Source: an optimization exercise on an open RTL-to-GDS flow (aim: small area and a short achievable clock period). Production flows keep margins and buffers that such runs may drop.
Where RTL was checked, it was by simulation tests only, not by an equivalence proof against the original.
No functional check of the RTL was part of runs 1 to 4.
Power and IR drop assume default switching activity.

==> flow/design.v <==
package fpu_pkg;
	typedef logic [31:0] float_t;         
	typedef logic signed [31:0] word_t;   
	typedef logic [7:0] exp_t;            
	typedef logic [22:0] frac_t;          
	localparam exp_t EXP_BIAS = 8'd127;
	localparam exp_t EXP_SPECIAL = 8'd255;   
	localparam exp_t EXP_INT_MIN = 8'd150;   
	localparam exp_t EXP_FTOI_MAX = 8'd158;  
	typedef struct packed {
		logic [5:0] op1;  
		logic [4:0] fmt;  
		logic [5:0] op2;  
	} fpu_instr_t;
	localparam logic [5:0] OPC_COP1 = 6'b010001;
	localparam logic [4:0] FMT_S = 5'b10000;
	localparam logic [4:0] FMT_W_TO_S = 5'b00100;  
	localparam logic [4:0] FMT_S_TO_W = 5'b00000;  
	localparam logic [5:0] FN_ABS = 6'd5;
	localparam logic [5:0] FN_NEG = 6'd7;
	localparam logic [5:0] FN_FLOOR = 6'd15;
	localparam logic [5:0] FN_CVT = 6'd0;  
	typedef logic [2:0] op_code_t;
	localparam op_code_t OP_ABS = 3'd0;
	localparam op_code_t OP_NEG = 3'd1;
	localparam op_code_t OP_FLOOR = 3'd2;
	localparam op_code_t OP_FTOI = 3'd3;
	localparam op_code_t OP_ITOF = 3'd4;
	typedef struct packed {
		logic invalid;
		logic div0;     
		logic nan;
		logic ovf;
	} fpu_exc_t;
endpackage
`timescale 1ns/1ns
module fpu_decode (
	input logic [16:0] instr_w,
	output logic is_abs,
	output logic is_neg,
	output logic is_floor,
	output logic is_ftoi,
	output logic is_itof,
	output logic invalid
);
	logic cop1;
	logic fmt_s;
	logic cvt;
	assign cop1 = (instr_w[16:11] == 6'b010001);
	assign fmt_s = (instr_w[10:6] == 5'b10000);
	assign cvt = (instr_w[5:0] == 6'd0);
	assign is_abs = cop1 & fmt_s & (instr_w[5:0] == 6'd5);
	assign is_neg = cop1 & fmt_s & (instr_w[5:0] == 6'd7);
	assign is_floor = cop1 & fmt_s & (instr_w[5:0] == 6'd15);
	assign is_ftoi = cop1 & cvt & (instr_w[10:6] == 5'b00000);
	assign is_itof = cop1 & cvt & (instr_w[10:6] == 5'b00100);
	assign invalid = ~(is_abs | is_neg | is_floor | is_ftoi | is_itof);
endmodule
`timescale 1ns/1ns
module fp_floor (
	input logic [31:0] x,
	output logic [31:0] a,
	output logic cin,
	output logic [22:0] clr,     
	output logic tiny,           
	output logic neg_one         
);
	logic s;
	logic [7:0] e;
	logic [22:0] f;
	logic is_nan;
	logic big;
	logic [4:0] k;
	assign s = x[31];
	assign e = x[30:23];
	assign f = x[22:0];
	assign is_nan = (e == 8'hff) && (f != '0);
	assign tiny = (e < 8'd127);
	assign big = (e >= 8'd150);
	assign k = 5'(e - 8'd127);
	assign neg_one = s & (x[30:0] != '0);
	always_comb begin
		for (int i = 0; i < 23; i++) begin
			clr[i] = ~big & (5'(i) < 5'(5'd23 - k));
		end
	end
	assign cin = s & (|(f & clr));
	assign a = {s, e, f | clr | {is_nan, 22'd0}};
endmodule
`timescale 1ns/1ns
module fp_to_int (
	input logic [31:0] x,
	output logic [31:0] a,
	output logic cin,
	output logic in_range,       
	output logic min_int,        
	output logic ovf,
	output logic nan
);
	logic s;
	logic [7:0] e;
	logic [22:0] f;
	logic [4:0] r;
	logic [31:0] sh;             
	assign s = x[31];
	assign e = x[30:23];
	assign f = x[22:0];
	assign r = 5'(8'd157 - e);
	assign sh = {1'b1, f, 8'd0} >> r;
	assign in_range = (e >= 8'd126) && (e <= 8'd157);
	assign nan = (e == 8'hff) && (f != '0);
	assign min_int = s && (e == 8'd158) && (f == '0);
	assign ovf = ((e > 8'd158) && !nan) || ((e == 8'd158) && !(s && (f == '0)));
	assign a = {1'b0, sh[31:1]} ^ {32{s}};
	assign cin = s ^ sh[0];
endmodule
`timescale 1ns/1ns
module int_to_fp (
	input logic [31:0] x,
	output logic [31:0] a,
	output logic cin
);
	logic s;
	logic [31:0] mag;
	logic [4:0] lead;
	logic nz;
	logic [31:0] norm;
	logic guard;
	logic sticky;
	assign s = x[31];
	assign mag = s ? (~x + 32'd1) : x;
	assign nz = (x != '0);
	always_comb begin
		lead = 5'd0;
		for (int i = 0; i < 32; i++) begin
			if (mag[i]) begin
				lead = i[4:0];
			end
		end
	end
	assign norm = mag << (5'd31 - lead);
	assign guard = norm[7];
	assign sticky = |norm[6:0];
	assign cin = guard & (norm[8] | sticky);
	assign a = {s, nz ? (8'd127 + {3'd0, lead}) : 8'd0, norm[30:8]};
endmodule
`timescale 1ns/1ns
module fpu_result (
	input logic clk,
	input logic rst_n,
	input logic is_abs,
	input logic is_neg,
	input logic is_floor,
	input logic is_ftoi,
	input logic is_itof,
	input logic invalid,
	input logic [31:0] x1,
	input logic [31:0] fl_a,
	input logic fl_cin,
	input logic [22:0] fl_clr,
	input logic fl_tiny,
	input logic fl_neg_one,
	input logic [31:0] ft_a,
	input logic ft_cin,
	input logic ft_in_range,
	input logic ft_min_int,
	input logic ft_ovf,
	input logic ft_nan,
	input logic [31:0] it_a,
	input logic it_cin,
	output logic [31:0] y,
	output logic [3:0] exc
);
	logic sel_sgn;
	logic sel_fl;
	logic sel_ft;
	logic sel_it;
	logic fl_small;
	logic [31:0] a;
	logic cin;
	logic [31:0] sum;
	logic [31:0] y_d;
	logic [3:0] exc_d;
	assign sel_sgn = rst_n & (is_abs | is_neg);
	assign sel_fl = rst_n & is_floor & ~fl_tiny;
	assign sel_ft = rst_n & is_ftoi & ft_in_range;
	assign sel_it = rst_n & is_itof;
	assign fl_small = rst_n & is_floor & fl_tiny;
	assign a = ({32{sel_sgn}} & {is_neg & ~x1[31], x1[30:0]})
		| ({32{sel_fl}} & fl_a)
		| ({32{sel_ft}} & ft_a)
		| ({32{sel_it}} & it_a);
	assign cin = (sel_fl & fl_cin) | (sel_ft & ft_cin) | (sel_it & it_cin);
	assign sum = a + {31'd0, cin};
	assign y_d = (sum & ~{9'd0, {23{sel_fl}} & fl_clr})
		| {(fl_small & x1[31]) | (rst_n & is_ftoi & ft_min_int), 1'b0, {7{fl_small & fl_neg_one}}, 23'd0};
	assign exc_d = {rst_n & invalid, 1'b0, rst_n & is_ftoi & ft_nan, rst_n & is_ftoi & ft_ovf};
	always_ff @(posedge clk) begin
		y <= y_d;
		exc <= exc_d;
	end
endmodule
`timescale 1ns/1ns
module fpu_unit (
	input logic clk,
	input logic rst_n,
	input logic [16:0] instr,
	input logic [31:0] x1,    
	input logic signed [31:0] x2,     
	output logic [31:0] y,
	output logic [3:0] exc
);
	logic is_abs, is_neg, is_floor, is_ftoi, is_itof, invalid;
	logic [31:0] fl_a;
	logic fl_cin;
	logic [22:0] fl_clr;
	logic fl_tiny;
	logic fl_neg_one;
	logic [31:0] ft_a;
	logic ft_cin;
	logic ft_in_range;
	logic ft_min_int;
	logic ft_ovf;
	logic ft_nan;
	logic [31:0] it_a;
	logic it_cin;
	fpu_decode fpu_decode_i (
		.instr_w  (instr),
		.is_abs   (is_abs),
		.is_neg   (is_neg),
		.is_floor (is_floor),
		.is_ftoi  (is_ftoi),
		.is_itof  (is_itof),
		.invalid  (invalid)
	);
	fp_floor fp_floor_i (
		.x       (x1),
		.a       (fl_a),
		.cin     (fl_cin),
		.clr     (fl_clr),
		.tiny    (fl_tiny),
		.neg_one (fl_neg_one)
	);
	fp_to_int fp_to_int_i (
		.x        (x1),
		.a        (ft_a),
		.cin      (ft_cin),
		.in_range (ft_in_range),
		.min_int  (ft_min_int),
		.ovf      (ft_ovf),
		.nan      (ft_nan)
	);
	int_to_fp int_to_fp_i (
		.x   (x2),
		.a   (it_a),
		.cin (it_cin)
	);
	fpu_result fpu_result_i (
		.clk         (clk),
		.rst_n       (rst_n),
		.is_abs      (is_abs),
		.is_neg      (is_neg),
		.is_floor    (is_floor),
		.is_ftoi     (is_ftoi),
		.is_itof     (is_itof),
		.invalid     (invalid),
		.x1          (x1),
		.fl_a        (fl_a),
		.fl_cin      (fl_cin),
		.fl_clr      (fl_clr),
		.fl_tiny     (fl_tiny),
		.fl_neg_one  (fl_neg_one),
		.ft_a        (ft_a),
		.ft_cin      (ft_cin),
		.ft_in_range (ft_in_range),
		.ft_min_int  (ft_min_int),
		.ft_ovf      (ft_ovf),
		.ft_nan      (ft_nan),
		.it_a        (it_a),
		.it_cin      (it_cin),
		.y           (y),
		.exc         (exc)
	);
endmodule
==> flow/run.sh <==
#!/bin/bash
# synth_recipe.tcl (not shown) runs the flow's synth.tcl, then flattens the netlist and writes it again
# the make line also repeats each setting of config.mk as NAME=value (left out here)
make -C /OpenROAD-flow-scripts/flow DESIGN_CONFIG=/design/flow/config.mk WORK_HOME=/design/flow/orfs CLKGATE_MAP_FILE= SYNTH_SCRIPT=/design/flow/synth_recipe.tcl finish
==> flow/config.mk <==
export PLATFORM = sky130hd
export DESIGN_NAME = fpu_unit
export DESIGN_NICKNAME = fpu_unit
export VERILOG_FILES = /design/flow/design.v
export SDC_FILE = /design/flow/constraint.sdc
export NUM_CORES = 4
export LEC_CHECK = 0
export CAP_MARGIN = 20
export CORE_MARGIN = 2
export CORE_UTILIZATION = 40
export SLEW_MARGIN = 20
==> flow/constraint.sdc <==
create_clock -name core_clock -period 8.0 [get_ports {clk}]
set_input_delay 1.6000 -clock core_clock [delete_from_list [all_inputs] [get_ports {clk}]]
set_output_delay 1.6000 -clock core_clock [all_outputs]
set_load 0.01 [all_outputs]
==> results of run 1 <==
-- registers in the layout (all words and copies together), names as in the netlist --
signal / flops
fpu_result_i.exc: 3
fpu_result_i.y: 32
-- metal layers --
layer / global-route usage, % / up-vias / wire (um)
met5: 0 / - / 15
met1: 53.6 / 5935 / 21600
met2: 54.4 / 786 / 20200
li1: - / 5693 / -
met3: 7.81 / 87 / 5320
met4: 7.89 / 2 / 1120
-- power by group --
group          internal (mW)  leakage (nW)  total [mW]  switching (mW)
logic                  0.264          3.75       0.735           0.471
registers              0.174         0.282       0.174       0.0000612
clock network          0.125        0.0731       0.221          0.0958
-- through the flow --
step | util, % | area, um2 | power, mW | cells
global route | 49.9 | 11800 | 1.18 | 1837
global placement | 49.0 | 11500 | 0.888 | 1827
CTS | 49.7 | 11700 | 1.10 | 1835
floorplan | - | 9620 | 0.619 | 1392
detailed placement | 49.0 | 11500 | 0.879 | 1827
finish | 49.9 | 11800 | 1.13 | 1837
-- area by class of cell --
class | instances | area (um2)
timing repair buffer | 237 | 2070
inverter | 21 | 78.8
clock buffer | 6 | 139
fill | 2452 | 11800
sequential | 35 | 701
tap | 319 | 399
clock inverter | 2 | 16.3
multi-input combinational | 1217 | 8350
-- worst paths after layout --
check,from,to,slack [ns],depth (start not counted)
hold / removal,rst_n,fpu_result_i.exc[3],1.85,3
setup / recovery,x2[3],fpu_result_i.y[22],0.35,23
-- kinds of logic after synthesis --
family,Yosys count,share of synthesized area (%)
AOI/OAI and AO/OA,516,39.2
xor gates and xnor gates,94,8.63
adders and majority gates,11,1.43
buffers and inverters,140,6.49
DFF,35,7.28
muxes,62,7.92
other,1,0.0390
and+or+nand+nor,533,29.0
-- synth_stat cells, types with 12 or more instances --
library cell,n,area [um2]
mux2i_1,39,390
nor3_1,44,220
xnor2_1,54,473
a32oi_1,12,105
nor2_1,135,507
nor2b_1,15,93.8
a31oi_1,17,106
a22oi_1,15,113
a221oi_1,19,166
nand4_1,20,125
a211oi_1,60,450
nand2b_1,15,93.8
o211ai_1,16,120
or2_2,12,75.1
inv_1,16,60.1
xor2_1,39,342
o21ai_1,13,65.1
nand2_1,133,499
buf_2,28,140
nor4_1,38,238
o21ai_0,65,325
a21oi_1,96,480
dfxtp_1,35,701
o22ai_1,21,131
or3_1,14,87.6
clkbuf_1,68,255
o31ai_1,21,158
nand3_1,36,180
-- placed cells by master (no fill, tap or decap), types with 10 or more instances in the layout --
cell type / Yosys / final
a222oi_1: 11 / 11
mux4_2: 10 / 10
nand2b_1: 15 / 15
o31a_1: 11 / 11
a32oi_1: 12 / 12
or3_1: 14 / 14
o32ai_1: 10 / 10
nand3_1: 36 / 36
a221oi_1: 19 / 19
o22ai_1: 21 / 21
o31ai_1: 21 / 21
mux2_2: 11 / 11
nor2_1: 135 / 134
a21oi_1: 96 / 96
a211oi_1: 60 / 60
nor4_1: 38 / 36
mux2i_1: 39 / 39
nor2b_1: 15 / 15
nand4_1: 20 / 20
inv_1: 16 / 16
xnor2_1: 54 / 54
dfxtp_1: 35 / 35
a211o_1: 10 / 10
clkdlybuf4s50_1: 0 / 114
a22oi_1: 15 / 15
o211ai_1: 16 / 16
a31oi_1: 17 / 17
o21ai_0: 65 / 65
or2_2: 12 / 12
buf_4: 7 / 119
o21ai_1: 13 / 13
ha_1: 11 / 10
xor2_1: 39 / 39
nand2_1: 133 / 133
nor3_1: 44 / 44
-- repair_timing --
| item | CTS | global route |
|---|---|---|
| resized for setup | 0 | 5 |
| endpoints found under the setup margin | 0 | 9 |
| buffers inserted | 0 | 2 |
| hold buffers | 0 | 0 |
| hold endpoints to repair | 0 | 0 |
==> summary.md, run 1 <==
| Metric | Value |
|---|---|
| Dpl hpwl | 38.5 mm |
| Fmax | 131 MHz |
| Worst Hold Class | input port to flop |
| Worst slew pin tran | 1.01 ns |
| PortBufs | 117 |
| CP top delay family | compound AO/OA/AOI/OAI gates |
| GP Congestion | 1.01 |
| Number of synthesized flops with an enable pin | 0 |
| Yosys warns | 3 |
| First-pass GRT wire length | 72.7 mm |
| Post-place setup slack | 0.0378 ns |
| Syn-to-layout area delta | 22.1% |
| Chip width | 159 um |
| Static leakage | 4.10 nW |
| Syn Inst Count | 1392 |
| Row cnt | 56 |
| Nets | 1611 |
| Synthesized net count | 1486 |
| Post-synth ARST share | 0% |
| Arrival @ worst endpoint | 7.88 ns |
| Sum Neg Setup Slack | 0 ns |
| Post-Syn Area | 0.00962 mm2 |
| Full die area | 0.0253 mm2 |
| Crit end category | flop |
| # clock sinks | 35 |
| Total CTS buffers | 5 |
| Critical Path Start Type | input port |
| # Max-Cap Violations | 0 |
| Clock-pin slew on the worst setup and hold paths | 0.08 ns |
| RSZ-0062 raised after global routing | no |
| Total Wirelength | 48.3 mm |
| Unique masters post-synth | 101 |
| Seq/Total Area, Yosys | 7.28% |
| ANT nets after route | 0 |
| CP Max Fanout | 7 |
| #FFs+latches synth | 35 |
| Slew Limit Headroom | 32.3% |
| Syn_area_per_cell | 6.91 um2 |
| CP most frequent cell | buf_4 |
| Vias in the first global route | 11500 |
| Vias post-DR | 12500 |
| Share of cells above drive strength 1 | 14.6% |
| Grt total ovfl | 0 |
| DRT iter0 DRCs | 1686 |
| Peak supply drop | 0.0737 mV |
| Core region area | 0.0235 mm2 |
| Pre-antenna DRT Iters | 6 |
| Fin Hold WS | 1.85 ns |
| Vias per cell | 6.81 |
| Critical-path cell list | clkdlybuf4s50_1 -> buf_4 -> or3_1 -> o41ai_2 -> xnor2_1 -> a311oi_1 -> o211ai_1 -> a2111oi_4 -> o22ai_1 -> buf_4 -> a211oi_2 -> a211oi_1 -> or2_1 -> a2111oi_0 -> buf_4 -> a211o_1 -> ha_1 -> ha_1 -> nand2_1 -> nor3_2 -> nand3_4 -> or4_1 -> a21oi_1 |
| Die H | 159 um |
| Largest net degree at the start of global routing | 40 |
| Clock Root Buffer | clkbuf_16 |
| TritonCTS clock tree | built |
| Status | no timing/DRC/antenna violations |
| Initial antenna violation count | 1 |
| Total global-route track usage | 36.5% |
| Slowest stage delay, CP | 0.57 ns |
| Crit Path Class | input port to flop |
| Final worst-path cycle share | 95.6% |
| Top FF cell, synth | dfxtp_1 |
| DRC | 0 |
| Max Slew Vio Count | 0 |
| WL/cell | 26.3 um |
| Required @ worst endpoint | 8.23 ns |
| H-Tree Depth | 2 |
| Crit path buffers/inverters | 4 |
| I/O pin total | 119 |
| Final Setup Violations | 0 |
| Clock buffer depth | 2 |
| Power density over cell area | 96.2 mW/mm2 |
| Setup WS post-layout | 0.351 ns |
| Period minus WS final | 7.65 ns |
| Antenna cells | 0 |
| Worst path slowest cell | a2111oi_4 |
| Final hold vios | 0 |
| Initial cell density of the core | 40.9% |
==> run 2, diff against run 1 <==
--- a/flow/design.v
+++ b/flow/design.v
@@ -90,8 +90,8 @@
 `timescale 1ns/1ns
 module fp_to_int (
 	input logic [31:0] x,
-	output logic [31:0] a,
-	output logic cin,
+	output logic [31:0] d,       
+	output logic [4:0] r,        
 	output logic in_range,       
 	output logic min_int,        
 	output logic ovf,
@@ -100,49 +100,51 @@
 	logic s;
 	logic [7:0] e;
 	logic [22:0] f;
-	logic [4:0] r;
-	logic [31:0] sh;             
 	assign s = x[31];
 	assign e = x[30:23];
 	assign f = x[22:0];
-	assign r = 5'(8'd157 - e);
-	assign sh = {1'b1, f, 8'd0} >> r;
+	assign d = {1'b1, f, 8'd0};
+	assign r = 5'(5'd29 - e[4:0]);   
 	assign in_range = (e >= 8'd126) && (e <= 8'd157);
 	assign nan = (e == 8'hff) && (f != '0);
 	assign min_int = s && (e == 8'd158) && (f == '0);
 	assign ovf = ((e > 8'd158) && !nan) || ((e == 8'd158) && !(s && (f == '0)));
-	assign a = {1'b0, sh[31:1]} ^ {32{s}};
-	assign cin = s ^ sh[0];
 endmodule
 `timescale 1ns/1ns
 module int_to_fp (
 	input logic [31:0] x,
+	input logic [31:0] n,        
+	output logic [31:0] d,       
+	output logic [4:0] lz,
 	output logic [31:0] a,
 	output logic cin
 );
 	logic s;
-	logic [31:0] mag;
+	logic [31:0] u;
+	logic z;
 	logic [4:0] lead;
-	logic nz;
-	logic [31:0] norm;
-	logic guard;
-	logic sticky;
+	logic [7:0] e;
 	assign s = x[31];
-	assign mag = s ? (~x + 32'd1) : x;
-	assign nz = (x != '0);
+	assign u = x ^ {32{s}};
+	assign z = (u == '0);
+	always_comb begin
+		for (int i = 0; i < 32; i++) begin
+			d[i] = x[31 - i];
+		end
+	end
 	always_comb begin
 		lead = 5'd0;
 		for (int i = 0; i < 32; i++) begin
-			if (mag[i]) begin
+			if (u[i]) begin
 				lead = i[4:0];
 			end
 		end
 	end
-	assign norm = mag << (5'd31 - lead);
-	assign guard = norm[7];
-	assign sticky = |norm[6:0];
-	assign cin = guard & (norm[8] | sticky);
-	assign a = {s, nz ? (8'd127 + {3'd0, lead}) : 8'd0, norm[30:8]};
+	assign lz = ~lead;
+	assign e = z ? {1'b0, {6{s}}, 1'b0} : (8'd127 + {3'd0, lead});
+	assign cin = s ? (n[7] | (n[8] & (&n[6:0])))
+		: (n[7] & (n[8] | (|n[6:0])));
+	assign a = {s, e, n[30:8]};
 endmodule
 `timescale 1ns/1ns
 module fpu_result (
@@ -155,17 +157,21 @@
 	input logic is_itof,
 	input logic invalid,
 	input logic [31:0] x1,
+	input logic [31:0] x2,
 	input logic [31:0] fl_a,
 	input logic fl_cin,
 	input logic [22:0] fl_clr,
 	input logic fl_tiny,
 	input logic fl_neg_one,
-	input logic [31:0] ft_a,
-	input logic ft_cin,
+	input logic [31:0] ft_d,
+	input logic [4:0] ft_r,
 	input logic ft_in_range,
 	input logic ft_min_int,
 	input logic ft_ovf,
 	input logic ft_nan,
+	input logic [31:0] it_d,
+	input logic [4:0] it_lz,
+	output logic [31:0] it_n,
 	input logic [31:0] it_a,
 	input logic it_cin,
 	output logic [31:0] y,
@@ -176,11 +182,24 @@
 	logic sel_ft;
 	logic sel_it;
 	logic fl_small;
+	logic sh_s;
+	logic [31:0] sh_d;
+	logic [4:0] sh_r;
+	logic [31:0] sh_o;
 	logic [31:0] a;
 	logic cin;
 	logic [31:0] sum;
 	logic [31:0] y_d;
 	logic [3:0] exc_d;
+	assign sh_s = is_itof ? x2[31] : x1[31];
+	assign sh_d = (is_itof ? it_d : ft_d) ^ {32{sh_s}};
+	assign sh_r = is_itof ? it_lz : ft_r;
+	assign sh_o = 32'($signed({sh_s, sh_d}) >>> sh_r);
+	always_comb begin
+		for (int i = 0; i < 32; i++) begin
+			it_n[i] = sh_o[31 - i];
+		end
+	end
 	assign sel_sgn = rst_n & (is_abs | is_neg);
 	assign sel_fl = rst_n & is_floor & ~fl_tiny;
 	assign sel_ft = rst_n & is_ftoi & ft_in_range;
@@ -188,9 +207,9 @@
 	assign fl_small = rst_n & is_floor & fl_tiny;
 	assign a = ({32{sel_sgn}} & {is_neg & ~x1[31], x1[30:0]})
 		| ({32{sel_fl}} & fl_a)
-		| ({32{sel_ft}} & ft_a)
+		| ({32{sel_ft}} & {x1[31], sh_o[31:1]})
 		| ({32{sel_it}} & it_a);
-	assign cin = (sel_fl & fl_cin) | (sel_ft & ft_cin) | (sel_it & it_cin);
+	assign cin = (sel_fl & fl_cin) | (sel_ft & sh_o[0]) | (sel_it & it_cin);
 	assign sum = a + {31'd0, cin};
 	assign y_d = (sum & ~{9'd0, {23{sel_fl}} & fl_clr})
 		| {(fl_small & x1[31]) | (rst_n & is_ftoi & ft_min_int), 1'b0, {7{fl_small & fl_neg_one}}, 23'd0};
@@ -216,12 +235,15 @@
 	logic [22:0] fl_clr;
 	logic fl_tiny;
 	logic fl_neg_one;
-	logic [31:0] ft_a;
-	logic ft_cin;
+	logic [31:0] ft_d;
+	logic [4:0] ft_r;
 	logic ft_in_range;
 	logic ft_min_int;
 	logic ft_ovf;
 	logic ft_nan;
+	logic [31:0] it_d;
+	logic [4:0] it_lz;
+	logic [31:0] it_n;
 	logic [31:0] it_a;
 	logic it_cin;
 	fpu_decode fpu_decode_i (
@@ -243,8 +265,8 @@
 	);
 	fp_to_int fp_to_int_i (
 		.x        (x1),
-		.a        (ft_a),
-		.cin      (ft_cin),
+		.d        (ft_d),
+		.r        (ft_r),
 		.in_range (ft_in_range),
 		.min_int  (ft_min_int),
 		.ovf      (ft_ovf),
@@ -252,6 +274,9 @@
 	);
 	int_to_fp int_to_fp_i (
 		.x   (x2),
+		.n   (it_n),
+		.d   (it_d),
+		.lz  (it_lz),
 		.a   (it_a),
 		.cin (it_cin)
 	);
@@ -265,17 +290,21 @@
 		.is_itof     (is_itof),
 		.invalid     (invalid),
 		.x1          (x1),
+		.x2          (x2),
 		.fl_a        (fl_a),
 		.fl_cin      (fl_cin),
 		.fl_clr      (fl_clr),
 		.fl_tiny     (fl_tiny),
 		.fl_neg_one  (fl_neg_one),
-		.ft_a        (ft_a),
-		.ft_cin      (ft_cin),
+		.ft_d        (ft_d),
+		.ft_r        (ft_r),
 		.ft_in_range (ft_in_range),
 		.ft_min_int  (ft_min_int),
 		.ft_ovf      (ft_ovf),
 		.ft_nan      (ft_nan),
+		.it_d        (it_d),
+		.it_lz       (it_lz),
+		.it_n        (it_n),
 		.it_a        (it_a),
 		.it_cin      (it_cin),
 		.y           (y),
--- a/flow/config.mk
+++ b/flow/config.mk
@@ -5,6 +5,7 @@
 export SDC_FILE = /design/flow/constraint.sdc
 export NUM_CORES = 4
 export LEC_CHECK = 0
+export ABC_AREA = 1
 export CAP_MARGIN = 20
 export CORE_MARGIN = 2
 export CORE_UTILIZATION = 40
==> run 2 against run 1 <==
Net effect:
- core utilization is 0.89 points lower
- setup slack gained 0.64 ns
- non-clock buffer count decreased by 106
- sequential power about the same
- wire length down 35%
- critical path type unchanged
==> summary.md, run 2 <==
| Metric | Value |
|---|---|
| Final Setup Violations | 0 (unchanged) |
| Syn Inst Count | 1322 (was 1392) |
| # fillers | 1921 (was 2452) |
| Post-synth ARST share | 0% (unchanged) |
| Crit end category | flop (unchanged) |
| H-Tree Depth | 2 (unchanged) |
| Clock-pin slew on the worst setup and hold paths | 0.07 ns (was 0.08 ns) |
| Clock buffer depth | 2 (unchanged) |
| Crit Path Class | input port to flop (unchanged) |
| Number of synthesized flops with an enable pin | 0 (unchanged) |
| Synthesized net count | 1415 (was 1486) |
| Worst Hold Class | input port to flop (unchanged) |
| Post-CTS sizing | 0 (unchanged) |
| DRT iter0 DRCs | 1228 (was 1686) |
| Max reg flops | 32 (unchanged) |
| Met3 Use GR | 7.79% (was 7.81%) |
| I/O pin total | 119 (unchanged) |
| Dpl hpwl | 25.8 mm (was 38.5 mm) |
| CP Max Fanout | 40 (was 7) |
| Top FF cell, synth | dfxtp_1 (unchanged) |
| WL/cell | 19.2 um (was 26.3 um) |
| Largest regs | fpu_result_i.y x32, fpu_result_i.exc x3 (unchanged) |
| Power density over cell area | 94.0 mW/mm2 (was 96.2 mW/mm2) |
| Commonest non-fill, non-tap cell in the layout | nand2_1 (was nor2_1) |
| Vias in the first global route | 8393 (was 11500) |
| Most flops, register | fpu_result_i.y (unchanged) |
| Grt total ovfl | 0 (unchanged) |
| Static leakage | 3.80 nW (was 4.10 nW) |
| Sum Neg Setup Slack | 0 ns (unchanged) |
| RSZ-0062 raised after global routing | no (unchanged) |
| Post-CTS Setup Bufs | 0 (unchanged) |
| Peak supply drop | 0.0848 mV (was 0.0737 mV) |
| Most common cell in the synthesized netlist | nand2_1 (was nor2_1) |
| Period minus WS final | 7.01 ns (was 7.65 ns) |
| Required @ worst endpoint | 8.16 ns (was 8.23 ns) |
| Share of cells above drive strength 1 | 5.21% (was 14.6%) |
| PortBufs | 117 (unchanged) |
| Clock Root Buffer | clkbuf_16 (unchanged) |
| GP Congestion | 1.03 (was 1.01) |
| Row cnt | 48 (was 56) |
| Hold wc startpoint | rst_n (unchanged) |
| Core region area | 0.0172 mm2 (was 0.0235 mm2) |
| Largest net degree at the start of global routing | 45 (was 40) |
| # Max-Cap Violations | 0 (unchanged) |
| Post-synth top area share | 22.5% (was 7.28%) |
| First-pass GRT wire length | 47.4 mm (was 72.7 mm) |
| Met1 Use GR | 49.3% (was 53.6%) |
| DRC | 0 (unchanged) |
| Chip width | 136 um (was 159 um) |
| Top post-synthesis cells by area | nand3_1 22%, nand2_1 18%, dfxtp_1 10% (was dfxtp_1 7.3%, nor2_1 5.3%, nand2_1 5.2%) |
| Full die area | 0.0186 mm2 (was 0.0253 mm2) |
| Post-Syn Area | 0.00700 mm2 (was 0.00962 mm2) |
| Slowest stage delay, CP | 0.40 ns (was 0.57 ns) |
| Seq/Total Area, Yosys | 10.0% (was 7.28%) |
| Worst slew pin tran | 0.926 ns (was 1.01 ns) |
| Die H | 136 um (was 159 um) |
| Synth area leader | nand3_1 (was dfxtp_1) |
| TritonCTS clock tree | built (unchanged) |
| Arrival @ worst endpoint | 7.17 ns (was 7.88 ns) |
| Total CTS buffers | 5 (unchanged) |
| ANT nets after route | 0 (unchanged) |
| Busiest grt layer | met1 (was met2) |
| Syn_area_per_cell | 5.29 um2 (was 6.91 um2) |
| Max Slew Vio Count | 0 (unchanged) |
| Nets | 1495 (was 1611) |
| Total global-route track usage | 33.5% (was 36.5%) |
| #FFs+latches synth | 35 (unchanged) |
| Yosys warns | 3 (unchanged) |
| Fmax | 143 MHz (was 131 MHz) |
| Most frequent cells in the layout | 343 x nand2_1, 314 x nand3_1, 159 x inv_1 (was 134 x nor2_1, 133 x nand2_1, 119 x buf_4) |
| Total Wirelength | 31.3 mm (was 48.3 mm) |
| Initial cell density of the core | 40.7% (was 40.9%) |
| CP most frequent cell | nand2_1 (was buf_4) |
| Antenna cells | 0 (unchanged) |
| Unique masters post-synth | 53 (was 101) |
| Sequential cell area | 701 um2 (unchanged) |
| Syn-to-layout area delta | 20.4% (was 22.1%) |
| Multi-input logic area | 0.00540 mm2 (was 0.00835 mm2) |
| Vias per cell | 5.69 (was 6.81) |
| Final worst-path cycle share | 87.7% (was 95.6%) |
| Vias post-DR | 9257 (was 12500) |
| Status | no timing/DRC/antenna violations (unchanged) |
| Post-synth top cells | 343 x nand2_1, 314 x nand3_1, 159 x inv_1 (was 135 x nor2_1, 133 x nand2_1, 96 x a21oi_1) |
| M2 GR Usage | 48.4% (was 54.4%) |
| Post-DP Area | 0.00828 mm2 (was 0.0115 mm2) |
| Hold endpoint | fpu_result_i.exc[3] (unchanged) |
| Critical Path Start Type | input port (unchanged) |
| # clock sinks | 35 (unchanged) |
| Final hold vios | 0 (unchanged) |
| Cts hold-fix bufs | 0 (unchanged) |
| Initial antenna violation count | 0 (was 1) |
| Final instance area | 0.00842 mm2 (was 0.0118 mm2) |
| Hold path depth | 3 (unchanged) |
| Slew Limit Headroom | 37.6% (was 32.3%) |
| Pre-antenna DRT Iters | 6 (unchanged) |
| Worst path slowest cell | buf_4 (was a2111oi_4) |
[run 2: changes by cell type after synthesis, moves of 27 or more]
cell | before | now
nor3_1 | 44 | 17
nor2_1 | 135 | 105
mux2i_1 | 39 | 0
nand2_1 | 133 | 343
a211oi_1 | 60 | 2
a21oi_1 | 96 | 30
clkbuf_1 | 68 | 32
inv_1 | 16 | 159
nand3_1 | 36 | 314
[run 2: worst max path at each step]
stage,depth (start not counted),endpoint,from
after floorplan,52,fpu_result_i.y[24],x2[31]
after global routing,52,fpu_result_i.y[30],x2[31]
final,52,fpu_result_i.y[22],x2[31]
after CTS,52,fpu_result_i.y[30],x2[31]
after detailed placement,52,fpu_result_i.y[30],x2[31]
after global placement,52,fpu_result_i.y[30],x2[31]
[run 2: metrics by stage]
stage | cells | power, mW | util (%) | setup slack [ns] | hold slack (ns)
finish | 1627 | 0.792 | 49.0 | 0.987 | 2.06
global route | 1627 | 0.839 | 49.0 | 0.199 | 2.12
CTS | 1627 | 0.782 | 49.0 | 1.12 | 2.06
detailed placement | 1620 | 0.578 | 48.2 | 0.871 | 2.34
global placement | 1620 | 0.583 | 48.2 | 0.866 | 2.34
floorplan | 1322 | 0.442 | - | 2.29 | 1.74
[run 2: power by group]
| group | switching [mW] | total, mW | internal, mW |
|---|---|---|---|
| logic | 0.273 | 0.414 | 0.141 |
| registers | 0.0000920 | 0.175 | 0.175 |
| clock network | 0.0814 | 0.203 | 0.122 |
[run 2: critical path: cells and delay by family]
| kind | cells | cell delay, ns |
|---|---|---|
| AND/OR/NAND/NOR | 45 | 4.13 |
| buffers and inverters | 3 | 0.69 |
| adder cells (fa/ha/maj) | 2 | 0.41 |
| XOR/XNOR | 1 | 0.23 |
| AO/OA/AOI/OAI | 1 | 0.06 |
[run 2: layer usage]
layer	part of all wire [%]	vias to the layer above
li1	-	4521
met2	41	520
met1	45	4156
met5	0	-
met4	3.0	0
met3	11	60
[run 2: cells by family after synthesis]
family                     Yosys count  share of synthesized area, %
other                                1                        0.0536
DFF                                 35                          10.0
xor gates and xnor gates            63                          7.99
buffers and inverters              224                          13.1
AOI/OAI and AO/OA                  139                          11.5
adders and majority gates           10                          1.79
and+or+nand+nor                    850                          55.5
[run 2: area by class of cell]
class,instances,area share (%)
Timing Repair Buffer,131,15.1
Multi-Input combinational cell,1063,64.1
Clock buffer,6,1.65
Tap cell,225,3.34
Clock inverter,1,0.0594
Inverter,166,7.40
Sequential cell,35,8.32
==> run 3, diff against run 2 <==
--- a/flow/config.mk
+++ b/flow/config.mk
@@ -5,7 +5,6 @@
 export SDC_FILE = /design/flow/constraint.sdc
 export NUM_CORES = 4
 export LEC_CHECK = 0
-export ABC_AREA = 1
 export CAP_MARGIN = 20
 export CORE_MARGIN = 2
 export CORE_UTILIZATION = 40
==> run 3 against run 2 <==
Net effect:
- critical path depth down 34
- flip-flop and latch count is the same
- final cell count increased by 8.0%
- synthesized area is 31% higher
- die area increased by 30%
- sequential share of layout area decreased by 1.8 points
- critical endpoint is now fpu_result_i.y[16]
- largest power group unchanged
- highest routed layer is now met5
==> summary.md, run 3 <==
| Metric | Value |
|---|---|
| Syn_area_per_cell | 6.61 um2 (was 5.29 um2) |
| Top FF cell, synth | dfxtp_1 (unchanged) |
| GP Congestion | 1.09 (was 1.03) |
| Chip width | 155 um (was 136 um) |
| Full die area | 0.0241 mm2 (was 0.0186 mm2) |
| Net Switching | 0.483 mW (was 0.354 mW) |
| Worst Hold Class | input port to flop (unchanged) |
| # fillers | 2401 (was 1921) |
| Synthesized net count | 1479 (was 1415) |
| Final worst-path cycle share | 92.3% (was 87.7%) |
| Syn Inst Count | 1386 (was 1322) |
| Grt total ovfl | 0 (unchanged) |
| TritonCTS clock tree | built (unchanged) |
| Arrival @ worst endpoint | 7.58 ns (was 7.17 ns) |
| CP Max Fanout | 18 (was 40) |
| Clock Root Buffer | clkbuf_16 (unchanged) |
| Static leakage | 3.88 nW (was 3.80 nW) |
| Vias per cell | 6.88 (was 5.69) |
| # clock sinks | 35 (unchanged) |
| Vias post-DR | 12100 (was 9257) |
| Post-Syn Area | 0.00916 mm2 (was 0.00700 mm2) |
| Switching share of power | 49.7% (was 44.8%) |
| Fmax | 135 MHz (was 143 MHz) |
| #FFs+latches synth | 35 (unchanged) |
| Pre-antenna DRT Iters | 9 (was 6) |
| Largest regs | fpu_result_i.y x32, fpu_result_i.exc x3 (unchanged) |
| Crit end category | flop (unchanged) |
| Syn-to-layout area delta | 17.8% (was 20.4%) |
| Met1 Use GR | 51.8% (was 49.3%) |
| Most flops, register | fpu_result_i.y (unchanged) |
| Max Slew Vio Count | 0 (unchanged) |
| Required @ worst endpoint | 8.19 ns (was 8.16 ns) |
| Row cnt | 55 (was 48) |
| Max reg flops | 32 (unchanged) |
| Crit path buffers/inverters | 3 (unchanged) |
| Die H | 155 um (was 136 um) |
| Crit Path Class | input port to flop (unchanged) |
| Int Power | 0.489 mW (was 0.437 mW) |
| I/O pin total | 119 (unchanged) |
| WL/cell | 28.3 um (was 19.2 um) |
| Seq/Total Area, Yosys | 7.65% (was 10.0%) |
| Share of cells above drive strength 1 | 11.0% (was 5.21%) |
| Final hold vios | 0 (unchanged) |
| Post-synth top cells | 167 x nand2_1, 143 x nor2_1, 101 x a21oi_1 (was 343 x nand2_1, 314 x nand3_1, 159 x inv_1) |
| Yosys warns | 3 (unchanged) |
| DRC | 0 (unchanged) |
| RSZ-0062 raised after global routing | no (unchanged) |
| Total global-route track usage | 39.7% (was 33.5%) |
| Critical-path cell list | clkdlybuf4s50_1 -> or4_1 -> nand2_1 -> o221ai_2 -> o31ai_2 -> o2111ai_2 -> nand2_2 -> mux2i_1 -> nor2_1 -> o31ai_1 -> o221ai_1 -> or2_2 -> ha_1 -> inv_1 -> nor4_2 -> buf_4 -> a21o_1 -> a22oi_1 |
| Busiest grt layer | met2 (was met1) |
| Commonest non-fill, non-tap cell in the layout | nand2_1 (unchanged) |
| Top post-synthesis cells by area | dfxtp_1 7.6%, nand2_1 6.8%, xnor2_1 6.5% (was nand3_1 22%, nand2_1 18%, dfxtp_1 10%) |
| Unique masters post-synth | 116 (was 53) |
| Initial cell density of the core | 40.6% (was 40.7%) |
| Peak supply drop | 0.0632 mV (was 0.0848 mV) |
| Total Wirelength | 49.7 mm (was 31.3 mm) |
| Power density over cell area | 90.1 mW/mm2 (was 94.0 mW/mm2) |
| Vias in the first global route | 11100 (was 8393) |
| Clock-pin slew on the worst setup and hold paths | 0.06 ns (was 0.07 ns) |
| Clk network pwr share | 19.9% (was 25.7%) |
| Period minus WS final | 7.38 ns (was 7.01 ns) |
| Status | no timing/DRC/antenna violations (unchanged) |
| Comb pwr share | 62.1% (was 52.3%) |
| # Max-Cap Violations | 0 (unchanged) |
| PortBufs | 117 (unchanged) |
| H-Tree Depth | 2 (unchanged) |
| Critical Path Start Type | input port (unchanged) |
| Slew Limit Headroom | 9.85% (was 37.6%) |
| Post-CTS sizing | 0 (unchanged) |
| Nets | 1564 (was 1495) |
| Dpl hpwl | 39.5 mm (was 25.8 mm) |
| ANT nets after route | 0 (unchanged) |
| First-pass GRT wire length | 72.6 mm (was 47.4 mm) |
| Clock buffer depth | 2 (unchanged) |
| Total CTS buffers | 5 (unchanged) |
| Met3 Use GR | 11.3% (was 7.79%) |
| Antenna cells | 0 (unchanged) |
| Post-synth ARST share | 0% (unchanged) |
| Post-CTS Setup Bufs | 0 (unchanged) |
| M2 GR Usage | 59.4% (was 48.4%) |
| Largest net degree at the start of global routing | 57 (was 45) |
| Synth area leader | dfxtp_1 (was nand3_1) |
| Most frequent cells in the layout | 167 x nand2_1, 142 x nor2_1, 115 x clkdlybuf4s50_1 (was 343 x nand2_1, 314 x nand3_1, 159 x inv_1) |
| Core region area | 0.0226 mm2 (was 0.0172 mm2) |
| Number of synthesized flops with an enable pin | 0 (unchanged) |
| Final Setup Violations | 0 (unchanged) |
| Post-synth top area share | 7.65% (was 22.5%) |
| Worst path slowest cell | mux2i_1 (was buf_4) |
| Sum Neg Setup Slack | 0 ns (unchanged) |
| Total Power | 0.972 mW (was 0.792 mW) |
| Most common cell in the synthesized netlist | nand2_1 (unchanged) |
| Worst slew pin tran | 1.34 ns (was 0.926 ns) |
| Initial antenna violation count | 0 (unchanged) |
| DRT iter0 DRCs | 2012 (was 1228) |
| Cts hold-fix bufs | 0 (unchanged) |
| CP top delay family | compound AO/OA/AOI/OAI gates (was simple AND/OR/NAND/NOR gates) |
| Slowest stage delay, CP | 1.06 ns (was 0.40 ns) |
| Seq pwr share | 18.0% (was 22.1%) |
run 3: area by class of cell:
cell class	count	area [um2]	share of cell area, %
multi-input combinational	1220	7820	72.4
timing repair buffer	188	1700	15.7
sequential	35	701	6.49
tap	285	357	3.30
clock buffer	6	129	1.19
inverter	21	78.8	0.730
clock inverter	2	12.5	0.116
run 3: cell families after synthesis:
kind of cell / after synthesis / synth area share, %
flops: 35 / 7.65
other cells: 1 / 0.0409
compound gates: 472 / 36.4
simple gates: 584 / 31.8
mux: 45 / 5.07
xor+xnor: 108 / 10.3
fa+ha+maj: 10 / 1.37
buf+inv: 131 / 7.31
run 3: path summary, 6_finish.rpt:
| kind | from | endpoint | slack, ns | depth (start not counted) |
|---|---|---|---|---|
| max | x2[12] | fpu_result_i.y[16] | 0.62 | 18 |
| min | rst_n | fpu_result_i.exc[3] | 2.01 | 2 |
run 3: metal layers:
metal	vias to the layer above	part of all wire, %
met1	5589	39
met3	203	13
li1	5365	-
met2	931	41
met5	-	0.081
met4	2	6.4
run 3: through the flow:
step	cell area, um2	setup slack (ns)	hold slack [ns]	instances	util, %
final	10800	0.619	2.01	1757	47.8
after detailed placement	10700	0.524	2.30	1749	47.2
after global routing	10800	0.337	2.05	1757	47.8
after floorplan	9160	1.65	1.72	1386	-
after CTS	10800	0.806	2.01	1757	47.8
after global placement	10700	0.536	2.29	1749	47.2
run 3: power groups by stage:
stage / Sequential (mW) / Clock, mW / Combinational, mW
global placement: 0.179 / 0 / 0.578
CTS: 0.175 / 0.197 / 0.574
global route: 0.175 / 0.199 / 0.627
floorplan: 0.179 / 0 / 0.344
detailed placement: 0.179 / 0 / 0.571
finish: 0.175 / 0.194 / 0.604
==> run 4, diff against run 3 <==
==> flow/flow/run.sh (new file) <==
#!/bin/bash
# standard layout, with plain buffers on the ports instead of delay buffers
set -euo pipefail
export BUFFER_PORTS_ARGS="-buffer_cell sky130_fd_sc_hd__buf_1"
bash standard.sh finish > standard.log 2>&1
==> flow/standard.sh (new file) <==
#!/bin/bash
# synth_recipe.tcl (not shown) runs the flow's synth.tcl, then flattens the netlist and writes it again
# the make line also repeats each setting of config.mk as NAME=value (left out here)
make -C /OpenROAD-flow-scripts/flow DESIGN_CONFIG=/design/flow/config.mk WORK_HOME=/design/flow/orfs CLKGATE_MAP_FILE= SYNTH_SCRIPT=/design/flow/synth_recipe.tcl "${@:-finish}"
--- a/flow/config.mk
+++ b/flow/config.mk
@@ -5,6 +5,7 @@
 export SDC_FILE = /design/flow/constraint.sdc
 export NUM_CORES = 4
 export LEC_CHECK = 0
+export ABC_AREA = 1
 export CAP_MARGIN = 20
 export CORE_MARGIN = 2
 export CORE_UTILIZATION = 40
removed: flow/run.sh
==> run 4 against run 3 <==
Net effect:
- critical endpoint is now fpu_result_i.y[24]
- fmax up 2.9%
- synthesized cell count down 4.6%
- worst hold slack worse by 0.31 ns
- combinational power down 37%
- still clean
- via count down 23%
- die area down 23%
- design area down 29%
- synthesized area down 24%
==> summary.md, run 4 <==
| Metric | Value |
|---|---|
| Power density over cell area | 102 mW/mm2 (was 90.1 mW/mm2) |
| Main combinational cell family by area after synthesis | simple AND/OR/NAND/NOR gates (was compound AO/OA/AOI/OAI gates) |
| Worst Hold Class | input port to flop (unchanged) |
| Required @ worst endpoint | 8.13 ns (was 8.19 ns) |
| Slowest stage delay, CP | 0.69 ns (was 1.06 ns) |
| Top post-synthesis cells by area | nand3_1 22%, nand2_1 18%, dfxtp_1 10% (was dfxtp_1 7.6%, nand2_1 6.8%, xnor2_1 6.5%) |
| Highest metal used | met4 (was met5) |
| Initial antenna violation count | 0 (unchanged) |
| Critical Path Start Type | input port (unchanged) |
| Dpl hpwl | 23.1 mm (was 39.5 mm) |
| Post-DP Area | 0.00754 mm2 (was 0.0107 mm2) |
| Syn Inst Count | 1322 (was 1386) |
| I/O pin total | 119 (unchanged) |
| # clock sinks | 35 (unchanged) |
| WL/cell | 17.3 um (was 28.3 um) |
| Final Setup Violations | 0 (unchanged) |
| DRT iter0 DRCs | 1294 (was 2012) |
| Vias per cell | 5.70 (was 6.88) |
| Share of cells above drive strength 1 | 5.14% (was 11.0%) |
| GP Congestion | 1.02 (was 1.09) |
| Largest regs | fpu_result_i.y x32, fpu_result_i.exc x3 (unchanged) |
| Sum Neg Setup Slack | 0 ns (unchanged) |
| Synth area leader | nand3_1 (was dfxtp_1) |
| Clock-pin slew on the worst setup and hold paths | 0.07 ns (was 0.06 ns) |
| Wl on met1 | 12.5 mm (was 19.5 mm) |
| Post-synth top cells | 343 x nand2_1, 314 x nand3_1, 159 x inv_1 (was 167 x nand2_1, 143 x nor2_1, 101 x a21oi_1) |
| Met2 WL | 11.8 mm (was 20.4 mm) |
| Post-Syn Area | 0.00700 mm2 (was 0.00916 mm2) |
| Syn-to-layout area delta | 10.2% (was 17.8%) |
| Status | no timing/DRC/antenna violations (unchanged) |
| Max reg flops | 32 (unchanged) |
| Vias post-DR | 9271 (was 12100) |
| Clock buffer depth | 2 (unchanged) |
| Pre-antenna DRT Iters | 8 (was 9) |
| XOR/XNOR share of the synthesized area | 7.99% (was 10.3%) |
| #FFs+latches synth | 35 (unchanged) |
| Synthesized net count | 1415 (was 1479) |
| Compound-cell area share of the yosys netlist | 11.5% (was 36.4%) |
| ANT nets after route | 0 (unchanged) |
| Total global-route track usage | 30.6% (was 39.7%) |
| Number of synthesized flops with an enable pin | 0 (unchanged) |
| Largest net degree at the start of global routing | 46 (was 57) |
| First-pass GRT wire length | 44.8 mm (was 72.6 mm) |
| Final worst-path cycle share | 89.7% (was 92.3%) |
| Seq/Total Area, Yosys | 10.0% (was 7.65%) |
| Final instance area | 0.00771 mm2 (was 0.0108 mm2) |
| Clock Root Buffer | clkbuf_16 (unchanged) |
| Post-CTS sizing | 0 (unchanged) |
| CP Max Fanout | 40 (was 18) |
| PortBufs | 117 (unchanged) |
| Vias in the first global route | 8320 (was 11100) |
| Post-synth top area share | 22.5% (was 7.65%) |
| Post-synth ARST share | 0% (unchanged) |
| Yosys warns | 3 (unchanged) |
| Adder-cell share of the synthesized area | 1.79% (was 1.37%) |
| Slew Limit Headroom | 42.0% (was 9.85%) |
| Post-CTS Setup Bufs | 0 (unchanged) |
| RSZ-0062 raised after global routing | no (unchanged) |
| Initial cell density of the core | 40.7% (was 40.6%) |
| Most frequent cells in the layout | 343 x nand2_1, 314 x nand3_1, 159 x inv_1 (was 167 x nand2_1, 142 x nor2_1, 115 x clkdlybuf4s50_1) |
| Total CTS buffers | 5 (unchanged) |
| Beginning of the critical path | x2[31] (was x2[12]) |
| Max Slew Vio Count | 0 (unchanged) |
| Worst path slowest cell | nand2_2 (was mux2i_1) |
| Static leakage | 3.50 nW (was 3.88 nW) |
| Total Wirelength | 28.1 mm (was 49.7 mm) |
| Arrival @ worst endpoint | 7.31 ns (was 7.58 ns) |
| Finished Core Util | 44.9% (was 47.8%) |
| Final hold vios | 0 (unchanged) |
| Most flops, register | fpu_result_i.y (unchanged) |
| Antenna cells | 0 (unchanged) |
| # Max-Cap Violations | 0 (unchanged) |
| Grt total ovfl | 0 (unchanged) |
| Hold wc startpoint | rst_n (unchanged) |
| Worst slew pin tran | 0.860 ns (was 1.34 ns) |
| Mux share of post-synthesis cell area | 0% (was 5.07%) |
| Chip width | 136 um (was 155 um) |
| Core region area | 0.0172 mm2 (was 0.0226 mm2) |
| Row cnt | 48 (was 55) |
| Crit end category | flop (unchanged) |
| Unique masters post-synth | 53 (was 116) |
| Simple-gate portion of the synthesized area | 55.5% (was 31.8%) |
| Crit Path Class | input port to flop (unchanged) |
| Peak supply drop | 0.0742 mV (was 0.0632 mV) |
| Syn_area_per_cell | 5.29 um2 (was 6.61 um2) |
| Die H | 136 um (was 155 um) |
| Full die area | 0.0186 mm2 (was 0.0241 mm2) |
| DRC | 0 (unchanged) |
| CP most frequent cell | nand2_1 |
| Fmax | 139 MHz (was 135 MHz) |
| Top FF cell, synth | dfxtp_1 (unchanged) |
| Nets | 1493 (was 1564) |
| TritonCTS clock tree | built (unchanged) |
| Most common cell in the synthesized netlist | nand2_1 (unchanged) |
| Period minus WS final | 7.18 ns (was 7.38 ns) |
| Cts hold-fix bufs | 0 (unchanged) |
| Commonest non-fill, non-tap cell in the layout | nand2_1 (unchanged) |
| H-Tree Depth | 2 (unchanged) |
| Metal3 WL | 2.48 mm (was 6.55 mm) |
run 4: changes by cell type after synthesis, moves of 37 or more:
cell,change
nand2_1,+176
inv_1,+139
mux2i_1,-37
nor3_1,-37
nor2_1,-38
a21oi_1,-71
nand3_1,+260
run 4: cells by family after synthesis:
family | Yosys count
simple gates | 850
buf+inv | 224
compound gates | 139
xor+xnor | 63
flops | 35
fa+ha+maj | 10
other cells | 1
run 4: power breakdown:
group	internal [mW]	switching [mW]	total, mW
logic	0.114	0.265	0.379
registers	0.175	0.000101	0.175
clock network	0.155	0.0801	0.235
run 4: worst max-delay path, delay by kind of cell:
| kind | cells | cell delay [ns] |
|---|---|---|
| xor+xnor | 1 | 0.15 |
| buf+inv | 2 | 0.58 |
| fa+ha+maj | 2 | 0.42 |
| simple gates | 48 | 4.55 |
run 4: layout make-up:
cell class	count	area, um2
clock buffer	6	139
tap	225	282
timing repair buffer	129	531
sequential	35	701
inverter	166	623
fill	1997	9470
clock inverter	2	35.0
multi-input combinational	1063	5400
run 4: routing by layer:
metal  track usage [%]  up-vias
met2              45.2      495
li1                  -     4502
met4              13.3        0
met5                 0        -
met1              43.7     4178
met3              4.66       96
run 4: per-stage QoR:
step                instances  setup WS (ns)  power (mW)  hold WS [ns]
global placement         1618          0.756       0.544          1.99
finish                   1626          0.825       0.789          1.69
CTS                      1626          0.994       0.780          1.68
detailed placement       1618          0.712       0.543          1.98
global route             1626          0.111       0.842          1.75
floorplan                1322           2.29       0.442          1.74
run 4: worst paths after layout:
path	slack (ns)	endpoint	depth (start not counted)
setup / recovery	0.82	fpu_result_i.y[24]	53
hold / removal	1.69	fpu_result_i.exc[3]	3
==> run 5, diff against run 4 <==
--- a/flow/design.v
+++ b/flow/design.v
@@ -61,7 +61,6 @@
 	input logic [31:0] x,
 	output logic [31:0] a,
 	output logic cin,
-	output logic [22:0] clr,     
 	output logic tiny,           
 	output logic neg_one         
 );
@@ -71,6 +70,7 @@
 	logic is_nan;
 	logic big;
 	logic [4:0] k;
+	logic [22:0] clr;            
 	assign s = x[31];
 	assign e = x[30:23];
 	assign f = x[22:0];
@@ -85,7 +85,14 @@
 		end
 	end
 	assign cin = s & (|(f & clr));
-	assign a = {s, e, f | clr | {is_nan, 22'd0}};
+	always_comb begin
+		a = {s, e, f | {is_nan, 22'd0}};
+		for (int i = 0; i < 23; i++) begin
+			if (clr[i]) begin
+				a[i] = cin;
+			end
+		end
+	end
 endmodule
 `timescale 1ns/1ns
 module fp_to_int (
@@ -126,21 +133,40 @@
 	logic [7:0] e;
 	assign s = x[31];
 	assign u = x ^ {32{s}};
-	assign z = (u == '0);
 	always_comb begin
 		for (int i = 0; i < 32; i++) begin
-			d[i] = x[31 - i];
+			d[i] = u[31 - i];
 		end
 	end
+	logic [15:0] z1;
+	logic [15:0] c1;
+	logic [7:0] z2;
+	logic [1:0] c2 [8];
+	logic [3:0] z3;
+	logic [2:0] c3 [4];
+	logic [1:0] z4;
+	logic [3:0] c4 [2];
 	always_comb begin
-		lead = 5'd0;
-		for (int i = 0; i < 32; i++) begin
-			if (u[i]) begin
-				lead = i[4:0];
-			end
+		for (int j = 0; j < 16; j++) begin
+			z1[j] = ~(u[2*j+1] | u[2*j]);
+			c1[j] = ~u[2*j+1];
+		end
+		for (int j = 0; j < 8; j++) begin
+			z2[j] = z1[2*j+1] & z1[2*j];
+			c2[j] = z1[2*j+1] ? {1'b1, c1[2*j]} : {1'b0, c1[2*j+1]};
+		end
+		for (int j = 0; j < 4; j++) begin
+			z3[j] = z2[2*j+1] & z2[2*j];
+			c3[j] = z2[2*j+1] ? {1'b1, c2[2*j]} : {1'b0, c2[2*j+1]};
+		end
+		for (int j = 0; j < 2; j++) begin
+			z4[j] = z3[2*j+1] & z3[2*j];
+			c4[j] = z3[2*j+1] ? {1'b1, c3[2*j]} : {1'b0, c3[2*j+1]};
 		end
 	end
-	assign lz = ~lead;
+	assign z = z4[1] & z4[0];
+	assign lz = z4[1] ? {1'b1, c4[0]} : {1'b0, c4[1]};
+	assign lead = ~lz;
 	assign e = z ? {1'b0, {6{s}}, 1'b0} : (8'd127 + {3'd0, lead});
 	assign cin = s ? (n[7] | (n[8] & (&n[6:0])))
 		: (n[7] & (n[8] | (|n[6:0])));
@@ -160,7 +186,6 @@
 	input logic [31:0] x2,
 	input logic [31:0] fl_a,
 	input logic fl_cin,
-	input logic [22:0] fl_clr,
 	input logic fl_tiny,
 	input logic fl_neg_one,
 	input logic [31:0] ft_d,
@@ -192,9 +217,17 @@
 	logic [31:0] y_d;
 	logic [3:0] exc_d;
 	assign sh_s = is_itof ? x2[31] : x1[31];
-	assign sh_d = (is_itof ? it_d : ft_d) ^ {32{sh_s}};
+	assign sh_d = is_itof ? it_d : (ft_d ^ {32{x1[31]}});
 	assign sh_r = is_itof ? it_lz : ft_r;
-	assign sh_o = 32'($signed({sh_s, sh_d}) >>> sh_r);
+	logic [31:0] sh_1;
+	logic [31:0] sh_2;
+	logic [31:0] sh_3;
+	logic [31:0] sh_4;
+	assign sh_1 = sh_r[4] ? {{16{sh_s}}, sh_d[31:16]} : sh_d;
+	assign sh_2 = sh_r[3] ? {{8{sh_s}}, sh_1[31:8]} : sh_1;
+	assign sh_3 = sh_r[2] ? {{4{sh_s}}, sh_2[31:4]} : sh_2;
+	assign sh_4 = sh_r[1] ? {{2{sh_s}}, sh_3[31:2]} : sh_3;
+	assign sh_o = sh_r[0] ? {sh_s, sh_4[31:1]} : sh_4;
 	always_comb begin
 		for (int i = 0; i < 32; i++) begin
 			it_n[i] = sh_o[31 - i];
@@ -210,8 +243,15 @@
 		| ({32{sel_ft}} & {x1[31], sh_o[31:1]})
 		| ({32{sel_it}} & it_a);
 	assign cin = (sel_fl & fl_cin) | (sel_ft & sh_o[0]) | (sel_it & it_cin);
-	assign sum = a + {31'd0, cin};
-	assign y_d = (sum & ~{9'd0, {23{sel_fl}} & fl_clr})
+	logic [31:0] pre;            
+	always_comb begin
+		pre[0] = 1'b1;
+		for (int i = 1; i < 32; i++) begin
+			pre[i] = pre[i-1] & a[i-1];
+		end
+	end
+	assign sum = a ^ ({32{cin}} & pre);
+	assign y_d = sum
 		| {(fl_small & x1[31]) | (rst_n & is_ftoi & ft_min_int), 1'b0, {7{fl_small & fl_neg_one}}, 23'd0};
 	assign exc_d = {rst_n & invalid, 1'b0, rst_n & is_ftoi & ft_nan, rst_n & is_ftoi & ft_ovf};
 	always_ff @(posedge clk) begin
@@ -232,7 +272,6 @@
 	logic is_abs, is_neg, is_floor, is_ftoi, is_itof, invalid;
 	logic [31:0] fl_a;
 	logic fl_cin;
-	logic [22:0] fl_clr;
 	logic fl_tiny;
 	logic fl_neg_one;
 	logic [31:0] ft_d;
@@ -259,7 +298,6 @@
 		.x       (x1),
 		.a       (fl_a),
 		.cin     (fl_cin),
-		.clr     (fl_clr),
 		.tiny    (fl_tiny),
 		.neg_one (fl_neg_one)
 	);
@@ -293,7 +331,6 @@
 		.x2          (x2),
 		.fl_a        (fl_a),
 		.fl_cin      (fl_cin),
-		.fl_clr      (fl_clr),
 		.fl_tiny     (fl_tiny),
 		.fl_neg_one  (fl_neg_one),
 		.ft_d        (ft_d),
==> run 5 against run 4 <==
Net effect:
- flip-flop and latch count stayed put
- via count is 5.2% lower
- wire length down 4.4%
- critical path type unchanged
==> summary.md, run 5 <==
| Metric | Value |
|---|---|
| Clock-pin slew on the worst setup and hold paths | 0.06 ns (was 0.07 ns) |
| Vias post-DR | 8793 (was 9271) |
| Full die area | 0.0182 mm2 (was 0.0186 mm2) |
| Antenna cells | 0 (unchanged) |
| Required @ worst endpoint | 8.22 ns (was 8.13 ns) |
| Pre-antenna DRT Iters | 6 (was 8) |
| CP Max Fanout | 25 (was 40) |
| H-Tree Depth | 2 (unchanged) |
| Crit Path Class | input port to flop (unchanged) |
| TritonCTS clock tree | built (unchanged) |
| Synthesized net count | 1350 (was 1415) |
| First-pass GRT wire length | 41.7 mm (was 44.8 mm) |
| Syn-to-layout area delta | 9.03% (was 10.2%) |
| #FFs+latches synth | 35 (unchanged) |
| PortBufs | 117 (unchanged) |
| Yosys warns | 6 (was 3) |
| Top post-synthesis cells by area | nand2_1 23%, nand3_1 14%, dfxtp_1 10% (was nand3_1 22%, nand2_1 18%, dfxtp_1 10%) |
| Int Power | 0.441 mW (was 0.443 mW) |
| Post-place setup slack | 1.29 ns (was 0.712 ns) |
| Post-CTS Setup Bufs | 0 (unchanged) |
| Cts hold-fix bufs | 0 (unchanged) |
| Post-Syn Area | 0.00686 mm2 (was 0.00700 mm2) |
| Peak supply drop | 0.0612 mV (was 0.0742 mV) |
| RSZ-0062 raised after global routing | no (unchanged) |
| Max Slew Vio Count | 0 (unchanged) |
| CP most frequent cell | nand2_1 (unchanged) |
| Total CTS buffers | 5 (unchanged) |
| Grt total ovfl | 0 (unchanged) |
| Worst setup path end | fpu_result_i.y[23] (was fpu_result_i.y[24]) |
| Share of cells above drive strength 1 | 6.21% (was 5.14%) |
| Initial antenna violation count | 0 (unchanged) |
| Clock buffer depth | 2 (unchanged) |
| Commonest non-fill, non-tap cell in the layout | nand2_1 (unchanged) |
| Net Switching | 0.359 mW (was 0.345 mW) |
| Nets | 1427 (was 1493) |
| Largest regs | fpu_result_i.y x32, fpu_result_i.exc x3 (unchanged) |
| Post-synth ARST share | 0% (unchanged) |
| I/O pin total | 119 (unchanged) |
| Post-DP Area | 0.00730 mm2 (was 0.00754 mm2) |
| Seq/Total Area, Yosys | 10.2% (was 10.0%) |
| GP Congestion | 1.03 (was 1.02) |
| Fmax | 153 MHz (was 139 MHz) |
| Post-CTS sizing | 0 (unchanged) |
| Power density over cell area | 107 mW/mm2 (was 102 mW/mm2) |
| Final Setup Violations | 0 (unchanged) |
| Crit end category | flop (unchanged) |
| Hold wc startpoint | rst_n (unchanged) |
| Worst Hold Class | input port to flop (unchanged) |
| Worst path slowest cell | clkbuf_2 (was nand2_2) |
| Number of synthesized flops with an enable pin | 0 (unchanged) |
| Row cnt | 47 (was 48) |
| Setup WS post-layout | 1.47 ns (was 0.825 ns) |
| Total global-route track usage | 29.2% (was 30.6%) |
| Sum Neg Setup Slack | 0 ns (unchanged) |
| Worst slew pin tran | 0.947 ns (was 0.860 ns) |
| DRT iter0 DRCs | 1212 (was 1294) |
| Synth area leader | nand2_1 (was nand3_1) |
| Post-synth top area share | 22.9% (was 22.5%) |
| Static leakage | 3.68 nW (was 3.50 nW) |
| Top FF cell, synth | dfxtp_1 (unchanged) |
| Crit path buffers/inverters | 2 (unchanged) |
| Syn_area_per_cell | 5.45 um2 (was 5.29 um2) |
| Multi-input logic area | 0.00530 mm2 (was 0.00540 mm2) |
| Clock Root Buffer | clkbuf_16 (unchanged) |
| Max reg flops | 32 (unchanged) |
| Unique masters post-synth | 59 (was 53) |
| Beginning of the critical path | x2[31] (unchanged) |
| Seq pwr share | 21.8% (was 22.2%) |
| Switching share of power | 44.9% (was 43.8%) |
| Die H | 135 um (was 136 um) |
| WL/cell | 17.3 um (about the same) |
| Vias in the first global route | 7710 (was 8320) |
| CP top delay family | simple AND/OR/NAND/NOR gates (unchanged) |
| # clock sinks | 35 (unchanged) |
| Largest net degree at the start of global routing | 42 (was 46) |
| Critical Path Start Type | input port (unchanged) |
| Final instance area | 0.00748 mm2 (was 0.00771 mm2) |
| Dpl hpwl | 21.7 mm (was 23.1 mm) |
| Slowest stage delay, CP | 0.63 ns (was 0.69 ns) |
| Core region area | 0.0167 mm2 (was 0.0172 mm2) |
| DRC | 0 (unchanged) |
| Most frequent cells in the layout | 419 x nand2_1, 196 x nand3_1, 129 x inv_1 (was 343 x nand2_1, 314 x nand3_1, 159 x inv_1) |
| Comb pwr share | 50.8% (was 48.0%) |
| Initial cell density of the core | 41.1% (was 40.7%) |
| # fillers | 1900 (was 1997) |
| Post-synth top cells | 419 x nand2_1, 196 x nand3_1, 129 x inv_1 (was 343 x nand2_1, 314 x nand3_1, 159 x inv_1) |
| Clk network pwr share | 27.4% (was 29.8%) |
| Syn Inst Count | 1258 (was 1322) |
| Status | no timing/DRC/antenna violations (unchanged) |
| Most common cell in the synthesized netlist | nand2_1 (unchanged) |
| Sequential cell area | 701 um2 (unchanged) |
| Final worst-path cycle share | 81.6% (was 89.7%) |
| Vias per cell | 5.65 (was 5.70) |
| Arrival @ worst endpoint | 6.75 ns (was 7.31 ns) |
| Final hold vios | 0 (unchanged) |
| Most flops, register | fpu_result_i.y (unchanged) |
| # Max-Cap Violations | 0 (unchanged) |
| Slew Limit Headroom | 36.8% (was 42.0%) |
| Crit path depth | 33 (was 53) |
| Total Wirelength | 26.9 mm (was 28.1 mm) |
| ANT nets after route | 0 (unchanged) |
| Chip width | 135 um (was 136 um) |
| Period minus WS final | 6.53 ns (was 7.18 ns) |
## run 5: changes by cell type in the layout (fill, tap and decap cells not counted), sizes merged, moves of 11 or more
cell / delta
o211ai: +13
a21oi: +13
nor2: -32
nand4: +14
xnor2: -15
nand3: -122
inv: -26
nand2: +87
a22oi: +11
## run 5: per-stage QoR
step	utilization, %	power [mW]	hold slack, ns	std cells
after floorplan	-	0.470	1.75	1258
after detailed placement	43.7	0.572	1.92	1548
final	44.8	0.800	1.63	1556
after global placement	43.7	0.575	1.92	1548
after CTS	44.7	0.792	1.63	1556
after global routing	44.8	0.855	1.65	1556
## run 5: per-layer routing
| layer | vias to the layer above | global-route usage, % | part of all wire, % |
|---|---|---|---|
| met1 | 3938 | 41.1 | 44 |
| li1 | 4298 | - | - |
| met2 | 470 | 45.2 | 43 |
| met3 | 87 | 3.45 | 8.8 |
| met5 | - | 0 | 0 |
| met4 | 0 | 11.5 | 4.2 |
## run 5: worst min path at each step
| stage | to | slack [ns] | depth (start not counted) |
|---|---|---|---|
| 2_1_floorplan | fpu_result_i.exc[3] | 1.75 | 2 |
| 3_3_place_gp | fpu_result_i.exc[3] | 1.92 | 3 |
| 3_5_place_dp | fpu_result_i.exc[3] | 1.92 | 3 |
| 4_1_cts | fpu_result_i.exc[3] | 1.63 | 3 |
| 5_1_grt | fpu_result_i.exc[3] | 1.65 | 3 |
| 6_report | fpu_result_i.exc[3] | 1.63 | 3 |
## run 5: final cells by class
type                            instances  area share (%)
Clock buffer                            5            1.67
Clock inverter                          3           0.585
Inverter                              139            7.01
Multi-Input combinational cell       1028            70.9
Sequential cell                        35            9.37
Tap cell                              220            3.68
Timing Repair Buffer                  126            6.79
## run 5: power by group through the flow
stage	clock (mW)	sequential (mW)	combinational, mW
after detailed placement	0	0.178	0.394
after floorplan	0	0.179	0.292
after global placement	0	0.178	0.397
final	0.219	0.175	0.406
after CTS	0.222	0.175	0.396
after global routing	0.229	0.175	0.452
## run 5: logic make-up (layout without fill, tap and decap cells)
group | after synthesis | count (layout) | share of synthesized area [%]
compound gates | 187 | 187 | 16.9
flops | 35 | 35 | 10.2
xor+xnor | 48 | 48 | 7.00
mux | 6 | 6 | 0.875
buf+inv | 195 | 273 | 12.6
simple gates | 777 | 777 | 50.7
fa+ha+maj | 9 | 9 | 1.64
other cells | 1 | 1 | 0.0547

## what the ideal ports hide
In the flow no input, the clock included, has a driving cell. The finished layouts below were timed again as built, in two steps. Step 1: set_driving_cell puts a clkbuf_16 on clk and a buf_2 on each other input, an assumption about the parent block. Step 2 also shifts input and output timing later by t, the mid clock arrival at the registers, as if the neighbouring blocks saw the same clock. Slacks: ideal ports / drivers / drivers and shift; pairs: ideal ports / drivers.
run | t (ns) | setup slack, ns | worst setup path after step 2 | clock arrival spread, ns
run 1 | 0.339 | 0.351 / 0.371 / 0.032 | input to register | 0.015 / 0.015
run 2 | 0.324 | 0.987 / 0.997 / 0.673 | input to register | 0.012 / 0.012
run 3 | 0.329 | 0.619 / 0.640 / 0.311 | input to register | 0.007 / 0.006
run 4 | 0.320 | 0.825 / 0.833 / 0.513 | input to register | 0.012 / 0.012
run 5 | 0.314 | 1.472 / 1.489 / 1.175 | input to register | 0.007 / 0.008
After both steps every run listed still meets setup and hold. The setup slack of run 1, which loses most, moves by +0.020 ns with the drivers and by -0.319 ns with both steps.
